Source: an optimization exercise on an open RTL-to-GDS flow (aim: small area, a short achievable clock period and few clock cycles per item). Production flows keep margins and buffers that such runs may drop.
Function was checked by simulation only, so behaviour that the tests miss may differ from the original.

job 9328:
// turbo_dec_top
module turbo_dec_top (
    input  wire logic                      clk_p_i,
    input  wire logic                      reset_n_i,
    input  wire logic                      in_valid_i,
    input  wire turbo_llr_pkg::ch_sample_t sys_i,
    input  wire turbo_llr_pkg::ch_sample_t par1_i,
    input  wire turbo_llr_pkg::ch_sample_t par2_i,
    output logic                           in_ready_o,
    output turbo_llr_pkg::info_bits_t      dec_bits_o,
    output logic                           done_o
);
clock: 20.0 ns
lec_check: 0
cap_margin: 20
core_margin: 2
core_utilization: 40
slew_margin: 20
standard.sh (not shown) runs the stock make flow with config.mk's settings and CLKGATE_MAP_FILE= SYNTH_SCRIPT=/design/flow/synth_recipe.tcl, a recipe that flattens the netlist after the stock synthesis.
==> flow/flow/run.sh <==
#!/bin/bash
# The standard layout, with the timing repair asked to leave a setup
# margin so that it also works on paths that already meet the clock
set -euo pipefail
export SETUP_SLACK_MARGIN=13
export SKIP_GATE_CLONING=1
bash standard.sh > standard.log 2>&1
Testbench counts of job 9328, summed over its fixed seeds: cycles 48,036, items 1,920.
Here is what was changed in the inputs of job 6002 compared with job 9328.
==> flow/run.sh (new file) <==
#!/bin/bash
# synth_recipe.tcl (not shown) runs the flow's synth.tcl, then flattens the netlist and writes it again
# the make line also repeats each setting of config.mk as NAME=value (left out here)
make -C /OpenROAD-flow-scripts/flow DESIGN_CONFIG=/design/flow/config.mk WORK_HOME=/design/flow/orfs CLKGATE_MAP_FILE= SYNTH_SCRIPT=/design/flow/synth_recipe.tcl finish
removed: flow/flow/run.sh
removed: flow/standard.sh
### Flow results
Job 6002 vs job 9328 on setup slack after placement: job 6002 is the lower one.
Job 6002 ended up with a lower worst hold slack than job 9328 did.
Average detailed-routed wire length per instance in job 6002 is 2.0% below job 9328.
Delta (job 6002 minus job 9328): final net count dropped 565; wire length went down.
Inputs modified between job 6002 and job 1772:
==> flow/flow/run.sh (new file) <==
#!/bin/bash
# The standard layout, with the timing repair asked to leave a setup
# margin so that it also works on paths that already meet the clock
set -euo pipefail
export SETUP_SLACK_MARGIN=11
export SKIP_GATE_CLONING=1
bash standard.sh > standard.log 2>&1
==> flow/standard.sh (new file) <==
#!/bin/bash
# synth_recipe.tcl (not shown) runs the flow's synth.tcl, then flattens the netlist and writes it again
# the make line also repeats each setting of config.mk as NAME=value (left out here)
make -C /OpenROAD-flow-scripts/flow DESIGN_CONFIG=/design/flow/config.mk WORK_HOME=/design/flow/orfs CLKGATE_MAP_FILE= SYNTH_SCRIPT=/design/flow/synth_recipe.tcl "${@:-finish}"
removed: flow/run.sh
==> comparison <==
Comparing job 1772 and job 6002, non-clock buffer count is higher on job 1772.
Final cell area excluding filler cells ends up higher on job 1772.
Job 6002 -> job 1772: length of routed met2 wiring increased slightly
The inputs of job 4126 differ from those of job 1772 as listed below.
==> flow/flow/run.sh <==
#!/bin/bash
# The standard layout, with the timing repair asked to leave a setup
# margin so that it also works on paths that already meet the clock
set -euo pipefail
export SETUP_SLACK_MARGIN=13
export SKIP_GATE_CLONING=1
bash standard.sh > standard.log 2>&1
diff --git a/flow/config.mk b/flow/config.mk
--- a/flow/config.mk
+++ b/flow/config.mk
@@ -8,4 +8,4 @@
 export CAP_MARGIN = 20
 export CORE_MARGIN = 2
-export CORE_UTILIZATION = 40
+export CORE_UTILIZATION = 60
 export SLEW_MARGIN = 20
--- outcome ---
Looking at the reports, job 4126 completed the entire flow and the layout it produced met the timing, DRC and antenna checks. Taking job 1772 as the reference, in job 4126 die area moved down; design area rose by 14%. Measured against job 1772, the met2 layer wire length in the routed design of job 4126 comes out at 1.05 times the reference value. Met3 track demand over resource: job 4126 > job 1772. Re clock tree buffer count of the final layout: job 1772 was higher than job 4126. Launching instance or port of the critical path: siso_i.mf0b_q[8] -> job 4126, siso_i.b1_q[1] -> job 1772. | number of antenna violations at the first check in global routing | job 4126 vs job 1772 | 7 higher |. Sequential cell area: job 4126 higher than job 1772.


## P
turbo_dec_top, a different RTL version from the one above (not shown whole).
Size in the first run: roughly 22 I/O pins, about 63000 sq um of cells after synthesis.
## turbo_dec_top
module turbo_dec_top (
    input  wire logic                      clk_p_i,
    input  wire logic                      reset_n_i,
    input  wire logic                      in_valid_i,
    input  wire turbo_llr_pkg::ch_sample_t sys_i,
    input  wire turbo_llr_pkg::ch_sample_t par1_i,
    input  wire turbo_llr_pkg::ch_sample_t par2_i,
    output logic                           in_ready_o,
    output turbo_llr_pkg::info_bits_t      dec_bits_o,
    output logic                           done_o
);
==> flow/config.mk <==
export PLATFORM = sky130hd
export DESIGN_NAME = turbo_dec_top
export DESIGN_NICKNAME = turbo_dec_top
export VERILOG_FILES = /design/flow/design.v
export SDC_FILE = /design/flow/constraint.sdc
export NUM_CORES = 4
export LEC_CHECK = 0
export ABC_AREA = 1
export CAP_MARGIN = 0
export CORE_MARGIN = 2
export CORE_UTILIZATION = 55
export SLEW_MARGIN = 0
==> flow/constraint.sdc <==
create_clock -name core_clock -period 20.0 [get_ports {clk_p_i}]
set_input_delay 4.0000 -clock core_clock [delete_from_list [all_inputs] [get_ports {clk_p_i}]]
set_output_delay 4.0000 -clock core_clock [all_outputs]
set_load 0.01 [all_outputs]
==> flow/flow/run.sh <==
#!/bin/bash
# The standard layout, with the timing repair asked to leave a setup
# margin so that it also works on paths that already meet the clock
set -euo pipefail
export SETUP_SLACK_MARGIN=11.5
export SKIP_GATE_CLONING=1
bash standard.sh > standard.log 2>&1
Testbench counts of P, summed over its fixed seeds: cycles 48,036, items 1,920.
Edits applied to the flow inputs when going from P to Q:
- changing CAP_MARGIN from 0 to 20
- changing CORE_UTILIZATION from 55 to 40
- changing SLEW_MARGIN from 0 to 20
==> flow/flow/run.sh <==
#!/bin/bash
# The standard layout, with the timing repair asked to leave a setup
# margin so that it also works on paths that already meet the clock
set -euo pipefail
export SETUP_SLACK_MARGIN=13
export SKIP_GATE_CLONING=1
bash standard.sh > standard.log 2>&1
--- outcome ---
Compared with P, Q shows a timing-limited maximum frequency that is 17% higher.
Global-route wire length before repair in Q vs P: up about 4.3%
Run comparison: P highest metal layer with signal wires met5; Q highest metal layer with signal wires met4
Q reports a lower final design utilization than P does.

[separate check: timing with driven ports]
The flow's constraints put no driver on any port. The routed layouts listed below were extracted and timed again, unchanged, in two steps. Step 1, drivers: a clkbuf_16 drives clk_p_i and a buf_2 each remaining input, both assumed. Step 2 adds t to the input delays and takes it off the output delays; t is the mean of the earliest and latest rising clock arrival at the registers after step 1. Input paths then give back, and output paths get back, about the clock's delay inside the block. Three values: ideal, step 1, step 2; two values: the first two.
run	shift t [ns]	slack for setup (ns)	hold WS [ns]	worst setup path after step 2	worst data-port slew with drivers (ns)
job 9328	0.752	11.574 / 11.574 / 11.574	0.447 / 0.447 / 0.447	register to register	0.04
job 6002	0.753	9.600 / 9.600 / 9.600	0.443 / 0.443 / 0.443	register to register	0.04
job 1772	0.772	11.348 / 11.348 / 11.348	0.447 / 0.447 / 0.447	register to register	0.04
job 4126	0.746	11.587 / 11.587 / 11.587	0.450 / 0.450 / 0.450	register to register	0.05
P	0.748	11.922 / 11.922 / 11.922	0.433 / 0.433 / 0.433	register to register	0.03
Q	0.742	13.110 / 13.110 / 13.110	0.440 / 0.440 / 0.440	register to register	0.03
After both steps setup and hold are still met in every run listed.
